What follows belongs to an exercise in optimizing a design on an open flow for small area, a short achievable clock period and few clock cycles per item; a production flow would make more cautious choices. In this exercise RTL edits were held to simulation tests only and were not proved equivalent to the original. Power and IR drop assume default switching activity.

== v6 ==
==> flow/design.v (excerpt) <==
module alu_top
(
  input  logic        clk_i,
  input  logic        rst_n_i,
  input  logic        req_i,
  input  logic [4:0]  op_i,
  input  logic [31:0] operand_a_i,
  input  logic [31:0] operand_b_i,
  output logic        ack_o,
  output logic [31:0] result_o,
  output logic        cmp_result_o
);
Size in the first run: roughly 1300 cells after synthesis, about 39 flip-flops, roughly 110 I/O pins, roughly 0.0083 mm2 of cells after synthesis.
clock: 22.0 ns
lec_check: 0
abc_area: 1
cap_margin: 60
core_margin: 2
core_utilization: 40
slew_margin: 60
standard.sh (not shown) runs the stock make flow with config.mk's settings and CLKGATE_MAP_FILE= SYNTH_SCRIPT=/design/flow/synth_recipe.tcl, a recipe that flattens the netlist after the stock synthesis.
==> flow/flow/run.sh <==
#!/bin/bash
# Layout: the standard flow (standard synthesis unchanged), except that the
# port buffers are the smallest buffer cell instead of the resizer's default
# pick (a delay buffer). Every input and output port still gets its buffer.
# ORFS's per-step logs stay under orfs/logs; make's own output goes to
# standard_flow.log in this folder.
set -euo pipefail
bash standard.sh 'BUFFER_PORTS_ARGS=-buffer_cell sky130_fd_sc_hd__buf_1' finish > standard_flow.log 2>&1
test -f out/final.def
v6 completed end to end with timing, DRC and antenna clean.
Testbench counts of v6, summed over its fixed seeds: cycles 9,600, items 4,800.
The following lists how v7 was set up differently from v6:
--- a/flow/design.v
+++ b/flow/design.v
@@ -69,34 +69,35 @@
   localparam logic [4:0] ALU_MAXU = 5'd22;
   localparam logic [4:0] ALU_CLZ  = 5'd23;
   localparam logic [4:0] ALU_CTZ  = 5'd24;
   localparam logic [4:0] ALU_PCNT = 5'd25;
   logic        op_sub;       
   logic        op_invb;      
   logic        op_rev;       
   logic        op_shift;
   logic        op_add;
-  logic [31:0] a, b, bx, p, g;
+  logic [31:0] a, b, p, g;
   logic [31:0] sum;
   logic [32:0] c;
   logic        ltu, lt, eq, cmp;
   assign a = operand_a_i;
   assign b = operand_b_i;
   logic o0, o1, o2, o3, o4;
   assign {o4, o3, o2, o1, o0} = op_i;
   assign op_sub   = o4 | o3 | o2 | o1 | o0;
   assign op_invb  = o4 | o3 | (o0 & ~o1) | (o2 & (o1 | o0));
   assign op_rev   = (op_i == ALU_SLL) | (op_i == ALU_CLZ);
   assign op_add   = (op_i == ALU_ADD) | (op_i == ALU_SUB);
   assign op_shift = (op_i == ALU_SLL) | (op_i == ALU_SRL) | (op_i == ALU_SRA);
-  assign bx = b ^ {32{op_invb}};
-  assign p  = a ^ bx;
-  assign g  = a & bx;
+  logic [31:0] ab;
+  assign ab = a ^ b;
+  assign p  = ab ^ {32{op_invb}};
+  assign g  = op_invb ? (a & ~b) : (a & b);
   logic [31:0] gg, pp;
   always_comb begin
     gg = g;
     pp = p;
     gg[0] = g[0] | (p[0] & op_sub);
     for (int l = 1; l <= 5; l++) begin
       for (int i = 0; i < 32; i++) begin
         if ((i + 1) % (1 << l) == 0) begin
           gg[i] = gg[i] | (pp[i] & gg[i - (1 << (l-1))]);
@@ -115,19 +116,19 @@
   assign c   = {gg, op_sub};
   assign sum = p ^ (c[31:0] & {32{op_add}});
   assign ltu = ~c[32];
   assign lt  = (a[31] ^ b[31]) ? a[31] : ltu;
   assign eq  = &p;
   logic is_cmp, is_eq, is_ne, flip, lt_sel;
   assign is_cmp = (op_i >= ALU_LT) & (op_i <= ALU_MAXU);
   assign is_eq  = (op_i == ALU_EQ);
   assign is_ne  = (op_i == ALU_NE);
-  assign flip   = o2 & (o1 ^ o0) & (o3 ^ o4);
+  assign flip   = o2 & (o1 | o0);
   assign lt_sel = o0 ? lt : ltu;
   assign cmp    = is_cmp & ((is_eq | is_ne) ? (eq ^ is_ne) : (lt_sel ^ flip));
   logic [31:0] a_rev, x, sh;
   logic [32:0] sh_ext;
   logic        fill;
   for (genvar k = 0; k < 32; k++) begin : gen_rev
     assign a_rev[k] = a[31-k];
   end
   assign x      = op_rev ? a_rev : a;
==> comparison <==
- Re post-cts sizing count: no difference whatsoever between v7 and v6.
- Against v6, sequential power in v7 fell by a few percent.
- Compared v7 vs v6, and total power is down in v7.
- In v7, relative contribution of combinational cells to total power is higher than in v6.
- v7 vs v6 — wire length rose about 5%.
- Of the two values seen for launching instance or port of the critical path, op_i[4] was produced by v7 and op_i[0] by v6.
Testbench counts of v7, summed over its fixed seeds: cycles 9,600, items 4,800.

========
Another version of the RTL of alu_top (not shown whole).
For scale: roughly 1,400 cells after synthesis, roughly 39 flip-flops, roughly 110 I/O pins, roughly 7800 µm² of cells after synthesis.
==> module alu_core, before the edit <==
module alu_core
(
  input  logic        hold_i,     
  input  logic [4:0]  op_i,
  input  logic [31:0] operand_a_i,
  input  logic [31:0] operand_b_i,
  output logic [31:0] res_o,
  output logic        cmp_result_o,
  output logic [1:0]  shamt_o,
  output logic        fill_o,
  output logic        rev_o
);
  localparam int unsigned XLEN    = 32;
  localparam int unsigned SHAMT_W = 5;
  localparam int unsigned CNT_W   = 6;
  localparam logic [4:0] ALU_ADD  = 5'd0;
  localparam logic [4:0] ALU_SUB  = 5'd1;
  localparam logic [4:0] ALU_XOR  = 5'd2;
  localparam logic [4:0] ALU_OR   = 5'd3;
  localparam logic [4:0] ALU_AND  = 5'd4;
  localparam logic [4:0] ALU_XNOR = 5'd5;
  localparam logic [4:0] ALU_ORN  = 5'd6;
  localparam logic [4:0] ALU_ANDN = 5'd7;
  localparam logic [4:0] ALU_SRA  = 5'd8;
  localparam logic [4:0] ALU_SRL  = 5'd9;
  localparam logic [4:0] ALU_SLL  = 5'd10;
  localparam logic [4:0] ALU_LT   = 5'd11;
  localparam logic [4:0] ALU_LTU  = 5'd12;
  localparam logic [4:0] ALU_GE   = 5'd13;
  localparam logic [4:0] ALU_GEU  = 5'd14;
  localparam logic [4:0] ALU_EQ   = 5'd15;
  localparam logic [4:0] ALU_NE   = 5'd16;
  localparam logic [4:0] ALU_SLT  = 5'd17;
  localparam logic [4:0] ALU_SLTU = 5'd18;
  localparam logic [4:0] ALU_MIN  = 5'd19;
  localparam logic [4:0] ALU_MINU = 5'd20;
  localparam logic [4:0] ALU_MAX  = 5'd21;
  localparam logic [4:0] ALU_MAXU = 5'd22;
  localparam logic [4:0] ALU_CLZ  = 5'd23;
  localparam logic [4:0] ALU_CTZ  = 5'd24;
  localparam logic [4:0] ALU_PCNT = 5'd25;
  logic        op_sub;       
  logic        op_invb;      
  logic        op_rev;       
  logic        op_shift;
  logic        op_add;
  logic [31:0] a, b, p, g;
  logic [31:0] sum;
  logic [32:0] c;
  logic        ltu, lt, eq, cmp;
  assign a = operand_a_i;
  assign b = operand_b_i;
  logic o0, o1, o2, o3, o4;
  assign {o4, o3, o2, o1, o0} = op_i;
  assign op_sub   = o4 | o3 | o2 | o1 | o0;
  assign op_invb  = o4 | o3 | (o0 & ~o1) | (o2 & (o1 | o0));
  assign op_rev   = (op_i == ALU_SLL) | (op_i == ALU_CLZ);
  assign op_add   = (op_i == ALU_ADD) | (op_i == ALU_SUB);
  assign op_shift = (op_i == ALU_SLL) | (op_i == ALU_SRL) | (op_i == ALU_SRA);
  logic [31:0] ab;
  assign ab = a ^ b;
  assign p  = ab ^ {32{op_invb}};
  assign g  = op_invb ? (a & ~b) : (a & b);
  logic [31:0] gg, pp;
  always_comb begin
    gg = g;
    pp = p;
    gg[0] = g[0] | (p[0] & op_sub);
    for (int l = 1; l <= 5; l++) begin
      for (int i = 0; i < 32; i++) begin
        if ((i + 1) % (1 << l) == 0) begin
          gg[i] = gg[i] | (pp[i] & gg[i - (1 << (l-1))]);
          pp[i] = pp[i] & pp[i - (1 << (l-1))];
        end
      end
    end
    for (int l = 4; l >= 1; l--) begin
      for (int i = 0; i < 32; i++) begin
        if ((i + 1) % (1 << l) == (1 << (l-1)) && i >= (1 << l)) begin
          gg[i] = gg[i] | (pp[i] & gg[i - (1 << (l-1))]);
        end
      end
    end
  end
  assign c   = {gg, op_sub};
  assign sum = p ^ (c[31:0] & {32{op_add}});
  assign ltu = ~c[32];
  assign lt  = (a[31] ^ b[31]) ? a[31] : ltu;
  assign eq  = &p;
  logic is_cmp, is_eq, is_ne, flip, lt_sel;
  assign is_cmp = (op_i >= ALU_LT) & (op_i <= ALU_MAXU);
  assign is_eq  = (op_i == ALU_EQ);
  assign is_ne  = (op_i == ALU_NE);
  assign flip   = o2 & (o1 | o0);
  assign lt_sel = o0 ? lt : ltu;
  assign cmp    = is_cmp & ((is_eq | is_ne) ? (eq ^ is_ne) : (lt_sel ^ flip));
  logic [31:0] a_rev, x, sh;
  logic [32:0] sh_ext;
  logic        fill;
  for (genvar k = 0; k < 32; k++) begin : gen_rev
    assign a_rev[k] = a[31-k];
  end
  assign x      = op_rev ? a_rev : a;
  assign fill   = (op_i == ALU_SRA) & a[31];
  assign sh_ext = $signed({fill, x}) >>> (b[2:0] & {3{op_shift}});
  assign sh     = sh_ext[31:0];
  logic [15:0] v1;
  logic [15:0] z1;
  logic [7:0]  v2;
  logic [1:0]  z2 [8];
  logic [3:0]  v3;
  logic [2:0]  z3 [4];
  logic [1:0]  v4;
  logic [3:0]  z4 [2];
  logic        v5;
  logic [4:0]  z5;
  always_comb begin
    for (int i = 0; i < 16; i++) begin
      v1[i] = x[2*i] | x[2*i+1];
      z1[i] = ~x[2*i];
    end
    for (int i = 0; i < 8; i++) begin
      v2[i] = v1[2*i] | v1[2*i+1];
      z2[i] = v1[2*i] ? {1'b0, z1[2*i]} : {1'b1, z1[2*i+1]};
    end
    for (int i = 0; i < 4; i++) begin
      v3[i] = v2[2*i] | v2[2*i+1];
      z3[i] = v2[2*i] ? {1'b0, z2[2*i]} : {1'b1, z2[2*i+1]};
    end
    for (int i = 0; i < 2; i++) begin
      v4[i] = v3[2*i] | v3[2*i+1];
      z4[i] = v3[2*i] ? {1'b0, z3[2*i]} : {1'b1, z3[2*i+1]};
    end
    v5 = v4[0] | v4[1];
    z5 = v4[0] ? {1'b0, z4[0]} : {1'b1, z4[1]};
  end
  logic run;
  logic sel_t, sel_g, sel_mm, sel_sh, sel_cz, sel_pc, sel_cmp;
  assign run     = ~hold_i;
  assign sel_t   = run & ((op_i <= ALU_OR) | (op_i == ALU_XNOR) | (op_i == ALU_ORN));
  assign sel_g   = run & ((op_i == ALU_OR) | (op_i == ALU_AND) | (op_i == ALU_ORN) | (op_i == ALU_ANDN));
  assign sel_mm  = run & (op_i >= ALU_MIN) & (op_i <= ALU_MAXU);
  assign sel_sh  = run & op_shift;
  assign sel_cz  = run & ((op_i == ALU_CLZ) | (op_i == ALU_CTZ));
  assign sel_pc  = run & (op_i == ALU_PCNT);
  assign sel_cmp = run & (op_i >= ALU_LT) & (op_i <= ALU_SLTU);
  logic [5:0] cz;
  assign cz = v5 ? {1'b0, z5} : 6'd32;
  assign res_o = ({32{sel_t}} & sum)
               | ({32{sel_g}} & g)
               | ({32{sel_mm & ~cmp}} & b)
               | ({32{sel_sh | sel_pc | (sel_mm & cmp)}} & sh)
               | ({32{sel_cz}} & {26'b0, cz})
               | {31'b0, sel_cmp & cmp};
  assign cmp_result_o = run & cmp;
  assign shamt_o      = sel_sh ? b[4:3] : 2'b00;
  assign fill_o       = run & fill;
  assign rev_o        = run & (op_i == ALU_SLL);
endmodule
Settings: LEC_CHECK=0, ABC_AREA=1, CAP_MARGIN=20, CORE_MARGIN=2, CORE_UTILIZATION=40, CTS_BUF_LIST=sky130_fd_sc_hd__clkbuf_8, SLEW_MARGIN=20; clock period 22.0 ns.
==> flow/flow/run.sh <==
#!/bin/bash
# Layout: the standard flow (standard synthesis unchanged), with two
# changes to how the layout is optimised, not to what is measured:
# - the port buffers are the smallest buffer cell instead of the resizer's
#   default pick (a delay buffer); every input and output port still gets one
# - repair_timing aims for a setup slack of 14.5 ns at the design's 22 ns
#   clock, so that it sizes and buffers the critical paths (with the default
#   margin it does nothing, the design meets 22 ns with room to spare)
# ORFS's per-step logs stay under orfs/logs; make's own output goes to
# standard_flow.log in this folder.
set -euo pipefail
bash standard.sh 'BUFFER_PORTS_ARGS=-buffer_cell sky130_fd_sc_hd__buf_1' SETUP_SLACK_MARGIN=14.5 finish > standard_flow.log 2>&1
test -f out/final.def
Testbench counts at the start, summed over its fixed seeds: cycles 9,778, items 4,800.
Change:
--- a/flow/design.v
+++ b/flow/design.v
@@ -211,7 +211,7 @@
   end
   assign x      = op_rev ? a_rev : a;
   assign fill   = (op_i == ALU_SRA) & a[31];
-  assign sh_ext = $signed({fill, x}) >>> (b[2:0] & {3{op_shift}});
+  assign sh_ext = $signed({fill, x}) >>> b[2:0];
   assign sh     = sh_ext[31:0];
   logic [15:0] v1;
   logic [15:0] z1;
@@ -257,8 +257,9 @@
   assign cz = v5 ? {1'b0, z5} : 6'd32;
   assign res_o = ({32{sel_t}} & sum)
                | ({32{sel_g}} & g)
+               | ({32{(sel_mm & cmp) | sel_pc}} & a)
                | ({32{sel_mm & ~cmp}} & b)
-               | ({32{sel_sh | sel_pc | (sel_mm & cmp)}} & sh)
+               | ({32{sel_sh}} & sh)
                | ({32{sel_cz}} & {26'b0, cz})
                | {31'b0, sel_cmp & cmp};
   assign cmp_result_o = run & cmp;
- The changed run finished with timing, DRC and antenna clean
- area after synthesis climbs by 1.3%
- final area drops by 1.0%
- final cell count climbs by 1.3%
- power climbs by 1.5%
- wire length drops by 1.6%
- die area climbs by 1.2%
- clock power drops by 19%
- sequential power drops by about 1%
- clock-buffer cell count is unchanged
- worst hold slack gains 0.011 ns
Testbench counts after the change, summed over its fixed seeds: cycles 9,778, items 4,800.

==> separate check: timing with driven ports <==
In the flow no input, the clock included, has a driving cell. The finished layouts below were timed again as built, in two steps. Step 1 (the two cells are an assumption about what drives the block):
set clk [get_ports {clk_i}]
set_driving_cell -lib_cell sky130_fd_sc_hd__clkbuf_16 $clk
set_driving_cell -lib_cell sky130_fd_sc_hd__buf_2 [delete_from_list [all_inputs] $clk]
Step 2, shift: input delay + t, output delay - t, t = (earliest + latest rising clock arrival at the registers) / 2. This alone moves slack from input paths to output paths. a / b / c = no drivers / after step 1 / after step 2; a / b = the first two.
| run | t (ns) | setup WS [ns] | hold slack, ns | clock arrival spread, ns | slew at the worst register clock pin (ns) |
|---|---|---|---|---|---|
| v6 | 0.337 | 13.475 / 13.503 / 13.166 | 0.815 / 0.815 / 0.815 | 0.009 / 0.010 | 0.07 / 0.07 |
| v7 | 0.330 | 14.065 / 14.083 / 13.753 | 0.868 / 0.868 / 0.868 | 0.008 / 0.008 | 0.06 / 0.06 |
| the first run of note 2 | 0.350 | 14.813 / 14.779 / 14.478 | 0.468 / 0.468 / 0.468 | 0.006 / 0.006 | 0.09 / 0.09 |
| the second run of note 2 | 0.349 | 14.821 / 14.835 / 14.486 | 0.479 / 0.479 / 0.479 | 0.017 / 0.017 | 0.10 / 0.10 |
After both steps setup and hold are still met in every run listed.
